This design comes from an exercise in tuning for small area on the open sky130 flow, not from production work.
The RTL was checked by simulation tests, not by an equivalence proof against the original design.
Power figures rest on the tool's default switching activity, not on a simulated workload. No driver is modelled on the clock port, so clocking that relies on it looks cheaper here than on a real chip.

## blue
// frame_loader
module frame_loader
(
    input  logic                      clk,
    input  logic                      reset,
    input  logic                      serial_in,
    input  logic                      rd_req_req,
    input  logic [6-1:0]        rd_req_addr,
    output logic                      rd_rsp_ack,
    output logic [32-1:0]        rd_rsp_data
);
    localparam int NW = 63;
    logic [32-1:0] shift_q;
    logic               hunt;        
    logic               primed;      
    logic               sync_q;      
    logic [4:0]         bit_cnt;     
    logic               wv;          
    logic               wv2;         
    logic [5:0]         rot;         
    logic [5:0]         cnt;         
    logic               ready;
    logic               full;        
    logic               pend;        
    logic [4:0]         wr_ph;       
    logic               wr_pt;       
    logic [15:0]        frame_count;
    logic [32-1:0] hold_q;
    logic [32-1:0] ring [0:NW-1];
    logic               ack_q;
    logic [32-1:0] rd_data_q;
    logic [32-1:0] shift_next;
    logic               match;
    logic               frame_end;
    logic               wr_a;
    logic               wr_b;
    assign shift_next = {shift_q[32-2:0], serial_in};
    assign match      = hunt && primed && (shift_next == 32'hF9A42BB1);
    assign frame_end  = wv2 && (cnt == 6'd63);
    assign wr_a = pend && ((cnt == 6'd63) ? (rot == 6'd31) : (bit_cnt == wr_ph && !wr_pt));
    assign wr_b = pend && ((cnt == 6'd63) ? (rot == 6'd0)  : (bit_cnt == wr_ph &&  wr_pt));
    always_ff @(posedge clk or posedge reset)
    begin
        if (reset)
        begin
            hunt        <= 1'b1;
            primed      <= 1'b0;
            sync_q      <= 1'b0;
            bit_cnt     <= '0;
            wv          <= 1'b0;
            wv2         <= 1'b0;
            rot         <= '0;
            cnt         <= '0;
            ready       <= 1'b0;
            full        <= 1'b0;
            pend        <= 1'b0;
            frame_count <= '0;
        end
        else
  ...
Size: ~3,600 cells after synthesis, about 43 I/O pins.
export LEC_CHECK = 0
export CAP_MARGIN = 20
export CORE_MARGIN = 2
export CORE_UTILIZATION = 72
export CTS_CLUSTER_DIAMETER = 90
export CTS_CLUSTER_SIZE = 35
export SLEW_MARGIN = 20
export SYNTH_HIERARCHICAL = 1
export SYNTH_MINIMUM_KEEP_SIZE = 0
create_clock -name core_clock -period 10.0 [get_ports {clk}]
standard.sh (not shown) runs the stock make flow with config.mk's settings and CLKGATE_MAP_FILE= SYNTH_SCRIPT=/design/flow/synth_recipe.tcl, a recipe that flattens the netlist after the stock synthesis.
==> flow/flow/run.sh <==
#!/bin/bash
# The standard layout (standard.sh) with two changes: clock tree synthesis
# adds no dummy loads, and the port buffers are the smallest buffer cell.
# Each tool's output is in orfs/logs/; make's output in standard.log.
set -e
export CTS_ARGS="-sink_clustering_enable -repair_clock_nets -dont_use_dummy_load -sink_clustering_size 35 -sink_clustering_max_diameter 90"
export BUFFER_PORTS_ARGS="-buffer_cell sky130_fd_sc_hd__buf_1"
bash standard.sh > standard.log 2>&1
--- input diff blue..purple ---
Settings: CTS_CLUSTER_SIZE now 32, was 35.
-- flow/flow/run.sh --
<<< blue, line 5
set -e
export CTS_ARGS="-sink_clustering_enable -repair_clock_nets -dont_use_dummy_load -sink_clustering_size 35 -sink_clustering_max_diameter 90"
export BUFFER_PORTS_ARGS="-buffer_cell sky130_fd_sc_hd__buf_1"
>>> purple, line 5
set -e
export CTS_ARGS="-sink_clustering_enable -repair_clock_nets -dont_use_dummy_load -sink_clustering_size 32 -sink_clustering_max_diameter 90"
export BUFFER_PORTS_ARGS="-buffer_cell sky130_fd_sc_hd__buf_1"
Notes after the runs:
Delta (purple minus blue): leakage power summed over all cells flat, detailed route wirelength on metal3 up 91 um, number of antenna violations at the first check in global routing up 1, total detailed-routing wirelength up 550 um, logic gate share of total power flat. purple gives more share of the clock period used by the worst path than blue did. NOTE: clock share of power in purple exceeds that of blue. On cell count, blue and purple are basically level. purple ended up with met4 as its uppermost metal layer occupied by signal nets; blue ended up with met5. blue → purple: detailed-routing wirelength on met1 went down 210 um; power density normalized to cell area picked up an extra about 0.55%; total count of max-transition violations in the final report roughly the same.

========
Setup of run A:
The RTL this note starts from:
==> flow/design.v <==
`timescale 1ns/1ns
module fl_aoi222
(
    input  logic a0, b0, a1, b1, a2, b2,
    output logic y
);
    assign y = !((a0 && b0) || (a1 && b1) || (a2 && b2));
endmodule
module fl_aoi22
(
    input  logic a0, b0, a1, b1,
    output logic y
);
    assign y = !((a0 && b0) || (a1 && b1));
endmodule
module fl_nand4
(
    input  logic a, b, c, d,
    output logic y
);
    assign y = !(a && b && c && d);
endmodule
module fl_nand3
(
    input  logic a, b, c,
    output logic y
);
    assign y = !(a && b && c);
endmodule
module fl_or6
(
    input  logic [5:0] a,
    output logic       y
);
    assign y = |a;
endmodule
module fl_and2
(
    input  logic a, b,
    output logic y
);
    assign y = a && b;
endmodule
`timescale 1ns/1ns
module frame_loader
(
    input  logic                      clk,
    input  logic                      reset,
    input  logic                      serial_in,
    input  logic                      rd_req_req,
    input  logic [6-1:0]        rd_req_addr,
    output logic                      rd_rsp_ack,
    output logic [32-1:0]        rd_rsp_data
);
    localparam int NW = 63;
    logic [32-1:0] shift_q;
    logic               hunt;        
    logic               primed;      
    logic               sync_q;      
    logic [4:0]         bit_cnt;     
    logic               wv;          
    logic               wv2;         
    logic [5:0]         rot;         
    logic [5:0]         cnt;         
    logic               ready;
    logic               full;        
    logic               pend;        
    logic [4:0]         wr_ph;       
    logic               wr_pt;       
    logic [15:0]        frame_count;
    logic [32-1:0] hold_q;
    logic [32-1:0] ring [0:NW-1];
    logic               ack_q;
    logic [32-1:0] rd_data_q;
    logic [32-1:0] shift_next;
    logic               match;
    logic               frame_end;
    logic               wr_a;
    logic               wr_b;
    assign shift_next = {shift_q[32-2:0], serial_in};
    assign match      = hunt && primed && (shift_next == 32'hF9A42BB1);
    assign frame_end  = wv2 && (cnt == 6'd63);
    assign wr_a = pend && ((cnt == 6'd63) ? (rot == 6'd31) : (bit_cnt == wr_ph && !wr_pt));
    assign wr_b = pend && ((cnt == 6'd63) ? (rot == 6'd0)  : (bit_cnt == wr_ph &&  wr_pt));
    always_ff @(posedge clk or posedge reset)
    begin
        if (reset)
        begin
            hunt        <= 1'b1;
            primed      <= 1'b0;
            sync_q      <= 1'b0;
            bit_cnt     <= '0;
            wv          <= 1'b0;
            wv2         <= 1'b0;
            rot         <= '0;
            cnt         <= '0;
            ready       <= 1'b0;
            full        <= 1'b0;
            pend        <= 1'b0;
            frame_count <= '0;
        end
        else
        begin
            sync_q  <= match;
            wv      <= !hunt && (bit_cnt == 5'd30);
            wv2     <= wv;
            rot     <= (rot == 6'd0) ? 6'd62 : rot - 6'd1;
            bit_cnt <= match ? 5'd31 : bit_cnt + 5'd1;
            pend    <= (pend && !wr_a && !wr_b) || wv;
            if (bit_cnt == 5'd30)
                primed <= 1'b1;
            if (match)
                hunt <= 1'b0;
            else if (frame_end)
                hunt <= 1'b1;
            if (frame_end)
                full <= 1'b1;
            if (wv)
                cnt <= (cnt == 6'd63) ? 6'd1 : cnt + 6'd1;
            if (sync_q)
                ready <= 1'b0;
            else if (wv && cnt == 6'd62)
                ready <= 1'b1;
            if (wv && cnt == 6'd62)
                frame_count <= frame_count + 16'd1;
        end
    end
    always_ff @(posedge clk)
    begin
        shift_q <= shift_next;
        if (wv)
            hold_q <= shift_q;
        if (wv && (cnt == 6'd63 || cnt == 6'd0))
        begin
            wr_ph <= rot[4:0];
            wr_pt <= rot[5];
        end
        for (int s = 0; s < NW; s++)
            ring[s] <= ring[(s + 1) % NW];
        if (wr_a)
            ring[30] <= hold_q;
        if (wr_b)
            ring[62] <= hold_q;
    end
    logic [5:0]         addr;
    logic [6:0]         sum;
    logic [5:0]         slot;
    logic               rd_start;
    logic               is_status;
    logic               addr_eq;
    logic               addr_lt;
    logic               sel_hold;
    logic               sel_ring;
    logic [NW-1:0]      sel;         
    logic               sel_h;       
    logic               sel_s;       
    logic               sel_k;       
    logic [32-1:0] status;
    logic [32-1:0] rd_next;
    assign addr = rd_req_addr;
    assign sum  = {1'b0, addr[0], addr[5:1]} + {1'b0, rot};
    assign slot = (sum >= 7'd63) ? 6'(sum - 7'd63) : sum[5:0];
    assign rd_start  = rd_req_req && !ack_q;
    assign is_status = (addr == '0);
    assign addr_eq   = (addr == cnt);
    assign addr_lt   = (addr < cnt);
    assign sel_hold  = !is_status && addr_eq && pend && !wv2;
    assign sel_ring  = !is_status && (addr_lt || (addr_eq && (!pend || (wv2 && full))) || (!addr_lt && !addr_eq && full));
    logic [7:0] dec_hi;
    logic [7:0] dec_lo;
    always_comb
    begin
        for (int h = 0; h < 8; h++)
            dec_hi[h] = rd_start && sel_ring && (slot[5:3] == 3'(h));
        for (int l = 0; l < 8; l++)
            dec_lo[l] = (slot[2:0] == 3'(l));
    end
    for (genvar s = 0; s < NW; s++)
    begin : g_dec
        fl_and2 i_and (.a(dec_hi[s / 8]), .b(dec_lo[s % 8]), .y(sel[s]));
    end
    assign sel_h  = rd_start && sel_hold;
    assign sel_s  = rd_start && is_status;
    assign sel_k  = !rd_start;
    assign status = {frame_count, 15'd0, ready};
    for (genvar b = 0; b < 32; b++)
    begin : g_bit
        logic [21:0] n;
        logic [5:0]  p;
        for (genvar g = 0; g < 21; g++)
        begin : g_grp
            fl_aoi222 i_ao
            (
                .a0 (sel[3*g]),   .b0 (ring[3*g][b]),
                .a1 (sel[3*g+1]), .b1 (ring[3*g+1][b]),
                .a2 (sel[3*g+2]), .b2 (ring[3*g+2][b]),
                .y  (n[g])
            );
        end
        if (b == 0 || b >= 16)
        begin : g_st
            fl_aoi222 i_ao
            (
                .a0 (sel_h), .b0 (hold_q[b]),
                .a1 (sel_s), .b1 (status[b]),
                .a2 (sel_k), .b2 (rd_data_q[b]),
                .y  (n[21])
            );
        end
        else
        begin : g_nst
            fl_aoi22 i_ao
            (
                .a0 (sel_h), .b0 (hold_q[b]),
                .a1 (sel_k), .b1 (rd_data_q[b]),
                .y  (n[21])
            );
        end
        fl_nand4 i_n0 (.a(n[0]),  .b(n[1]),  .c(n[2]),  .d(n[3]),  .y(p[0]));
        fl_nand4 i_n1 (.a(n[4]),  .b(n[5]),  .c(n[6]),  .d(n[7]),  .y(p[1]));
        fl_nand4 i_n2 (.a(n[8]),  .b(n[9]),  .c(n[10]), .d(n[11]), .y(p[2]));
        fl_nand4 i_n3 (.a(n[12]), .b(n[13]), .c(n[14]), .d(n[15]), .y(p[3]));
        fl_nand3 i_n4 (.a(n[16]), .b(n[17]), .c(n[18]), .y(p[4]));
        fl_nand3 i_n5 (.a(n[19]), .b(n[20]), .c(n[21]), .y(p[5]));
        fl_or6   i_or (.a(p), .y(rd_next[b]));
    end
    always_ff @(posedge clk or posedge reset)
    begin
        if (reset)
            ack_q <= 1'b0;
        else
            ack_q <= rd_req_req;
    end
    always_ff @(posedge clk)
    begin
        rd_data_q <= rd_next;
    end
    assign rd_rsp_ack  = ack_q;
    assign rd_rsp_data = rd_data_q;
endmodule
clock: 10.0 ns
lec_check: 0
cap_margin: 20
core_margin: 2
core_utilization: 75
cts_cluster_diameter: 90
cts_cluster_size: 32
slew_margin: 20
synth_hierarchical: 1
synth_minimum_keep_size: 0
==> flow/flow/run.sh <==
#!/bin/bash
# The standard layout (standard.sh), with clock tree synthesis told not to
# add dummy loads. Each tool's output is in orfs/logs/; make's output in
# standard.log.
set -e
export CTS_ARGS="-sink_clustering_enable -repair_clock_nets -dont_use_dummy_load -sink_clustering_size 32 -sink_clustering_max_diameter 90"
bash standard.sh > standard.log 2>&1
Run A finished every stage and its layout cleared the timing, DRC and antenna checks.
diff inputs: run A => run B
-- flow/config.mk --
<<< run A, line 8
export CAP_MARGIN = 20
export CORE_MARGIN = 2
export CORE_UTILIZATION = 75
export CTS_CLUSTER_DIAMETER = 90
export CTS_CLUSTER_SIZE = 32
>>> run B, line 8
export CAP_MARGIN = 20
export CORE_MARGIN = 2
export CORE_UTILIZATION = 68
export CTS_CLUSTER_DIAMETER = 90
export CTS_CLUSTER_SIZE = 32
==> comparison <==
- Between run B and run A, it is run B whose die width is higher, by 4.9%.
- Compared with run A, in run B maximum frequency roughly the same, global-route met2 utilization fell 5.3 points, static leakage neither gained nor lost much.
- Across both runs, die outline height was higher for run B than for run A.
- Between run A and run B, the sequential group share of total power does not differ in any meaningful way.
- Sort run A and run B by setup slack desc -> top: run A
- Via count: run B better than run A
- Compared with run A, run B shows a lower final weighted congestion of routability-driven global placement.
The following lists how run C was set up differently from run B:
==> flow/run.sh (new file) <==
#!/bin/bash
# synth_recipe.tcl (not shown) runs the flow's synth.tcl, then flattens the netlist and writes it again
# the make line also repeats each setting of config.mk as NAME=value (left out here)
make -C /OpenROAD-flow-scripts/flow DESIGN_CONFIG=/design/flow/config.mk WORK_HOME=/design/flow/orfs CLKGATE_MAP_FILE= SYNTH_SCRIPT=/design/flow/synth_recipe.tcl finish
-- flow/config.mk --
<<< run B, line 8
export CAP_MARGIN = 20
export CORE_MARGIN = 2
export CORE_UTILIZATION = 68
export CTS_CLUSTER_DIAMETER = 90
export CTS_CLUSTER_SIZE = 32
export SLEW_MARGIN = 20
export SYNTH_HIERARCHICAL = 1
>>> run C, line 8
export CAP_MARGIN = 20
export CORE_MARGIN = 2
export CORE_UTILIZATION = 50
export CTS_CLUSTER_DIAMETER = 80
export CTS_CLUSTER_SIZE = 30
export SLEW_MARGIN = 20
export SYNTH_HIERARCHICAL = 1
removed: flow/flow/run.sh
removed: flow/standard.sh
## What came out
Run C went all the way through synthesis, placement and routing and the layout is clean on timing, DRC and antenna. Looking only at design area, and setting everything else aside, the lower value of run C and run B goes to run B. Against run B, run C comes in 428 higher on tap cell instance count. Compared with run B, in run C number of standard cells in the layout, taps in and fillers out went up by 9.8%, clock-buffer cell count picked up an extra 18, wire length grew by 3.1%, number of buffers added to fix hold violations after cts was more or less identical, total power draw went up by 2.8%. When run C is set beside run B, its starting utilization of the core area turns out to be 19 points smaller. Slew at the pin closest to its max-slew limit for run C: 0.054 ns down relative to run B. Aggregate global-route resource usage was lower in the run labelled run C. On growth of design area from synthesis to finish: between run C and run B, it ends up higher for run C.
Here is what was changed in the inputs of run D compared with run C.
==> flow/flow/run.sh (new file) <==
#!/bin/bash
# The standard layout (standard.sh) with two changes: clock tree synthesis
# adds no dummy loads, and the port buffers are the smallest buffer cell.
# Each tool's output is in orfs/logs/; make's output in standard.log.
set -e
export CTS_ARGS="-sink_clustering_enable -repair_clock_nets -dont_use_dummy_load -sink_clustering_size 32 -sink_clustering_max_diameter 90"
export BUFFER_PORTS_ARGS="-buffer_cell sky130_fd_sc_hd__buf_1"
bash standard.sh > standard.log 2>&1
==> flow/standard.sh (new file) <==
#!/bin/bash
# synth_recipe.tcl (not shown) runs the flow's synth.tcl, then flattens the netlist and writes it again
# the make line also repeats each setting of config.mk as NAME=value (left out here)
make -C /OpenROAD-flow-scripts/flow DESIGN_CONFIG=/design/flow/config.mk WORK_HOME=/design/flow/orfs CLKGATE_MAP_FILE= SYNTH_SCRIPT=/design/flow/synth_recipe.tcl "${@:-finish}"
-- flow/config.mk --
<<< run C, line 8
export CAP_MARGIN = 20
export CORE_MARGIN = 2
export CORE_UTILIZATION = 50
export CTS_CLUSTER_DIAMETER = 80
export CTS_CLUSTER_SIZE = 30
export SLEW_MARGIN = 20
export SYNTH_HIERARCHICAL = 1
>>> run D, line 8
export CAP_MARGIN = 20
export CORE_MARGIN = 2
export CORE_UTILIZATION = 72
export CTS_CLUSTER_DIAMETER = 90
export CTS_CLUSTER_SIZE = 32
export SLEW_MARGIN = 20
export SYNTH_HIERARCHICAL = 1
removed: flow/run.sh
==> results.txt <==
- Run D | status: complete | timing, DRC, antenna: pass
- Between run C and run D, the cell count went down.
- Run C has higher row count than run D.
- Run D vs run C, met2 capacity usage during global routing went up by 17 points.
- The minimum setup slack in the final design of run D falls short of that of run C by 0.19 ns.
- Looking at capture point of the worst path, the rd_data_q[23] result is from run C; the rd_data_q[15] one comes from run D.
- Compared to run C, run D has initial cell density of the core 23 points higher.
- Total number of H-tree levels: run D vs run C identical
- Summary of run D over run C: arrival time at the worst endpoint went up; fraction of area in multi-input gates went up; global-route wire length before repair did not really move; relative area change from synthesis to final layout went down; critical path depth went up.
Changes in run E relative to run D:
==> flow/flow/run.sh <==
#!/bin/bash
# The standard layout (standard.sh), with clock tree synthesis told not to
# add dummy loads. Each tool's output is in orfs/logs/; make's output in
# standard.log.
set -e
export CTS_ARGS="-sink_clustering_enable -repair_clock_nets -dont_use_dummy_load -sink_clustering_size 32 -sink_clustering_max_diameter 90"
bash standard.sh > standard.log 2>&1
-- flow/config.mk --
<<< run D, line 8
export CAP_MARGIN = 20
export CORE_MARGIN = 2
export CORE_UTILIZATION = 72
export CTS_CLUSTER_DIAMETER = 90
export CTS_CLUSTER_SIZE = 32
>>> run E, line 8
export CAP_MARGIN = 20
export CORE_MARGIN = 2
export CORE_UTILIZATION = 50
export CTS_CLUSTER_DIAMETER = 90
export CTS_CLUSTER_SIZE = 32
- Run E vs run D, endpoint of the worst setup timing path: rd_data_q[23] vs rd_data_q[15]
- Going from run D to run E, count of plain and timing-repair buffers increased by 16% relative to the old numbers, highest ir drop seen on vdd decreased by about 6% relative to the old numbers, number of clock buffers in the layout increased by 1 relative to the old numbers.

afterwards: timing with drivers on the ports:
The flow's constraints put no driver on any port. The routed layouts listed below were extracted and timed again, unchanged, in two steps.
Step 1 (the two cells are an assumption about what drives the block):
set clk [get_ports {clk}]
set_driving_cell -lib_cell sky130_fd_sc_hd__clkbuf_16 $clk
set_driving_cell -lib_cell sky130_fd_sc_hd__buf_2 [delete_from_list [all_inputs] $clk]
Step 2, shift: input delay + t, output delay - t, t = (earliest + latest rising clock arrival at the registers) / 2. This alone moves slack from input paths to output paths.
Three values: ideal, step 1, step 2; two values: the first two.
| run | t, ns | setup slack, ns | hold slack, ns | slew at the worst register clock pin (ns) | worst slew at a driven data input, ns |
|---|---|---|---|---|---|
| blue | 0.702 | 3.728 / 3.776 / 3.074 | 0.290 / 0.290 / 0.290 | 0.12 / 0.12 | 0.03 |
| purple | 0.721 | 3.707 / 3.756 / 3.035 | 0.321 / 0.321 / 0.321 | 0.12 / 0.12 | 0.03 |
| run A | 0.725 | 3.351 / 3.394 / 2.669 | 0.340 / 0.340 / 0.340 | 0.12 / 0.12 | 0.03 |
| run B | 0.719 | 3.342 / 3.390 / 2.671 | 0.320 / 0.320 / 0.320 | 0.12 / 0.12 | 0.04 |
| run C | 0.773 | 3.670 / 3.721 / 2.948 | 0.336 / 0.336 / 0.336 | 0.12 / 0.12 | 0.03 |
| run D | 0.715 | 3.484 / 3.531 / 2.816 | 0.314 / 0.314 / 0.314 | 0.12 / 0.12 | 0.04 |
| run E | 0.740 | 3.549 / 3.604 / 2.864 | 0.286 / 0.286 / 0.286 | 0.12 / 0.12 | 0.03 |
After both steps every run listed still meets setup and hold. The setup slack of run C, which loses most, moves by +0.051 ns with the drivers and by -0.722 ns with both steps.
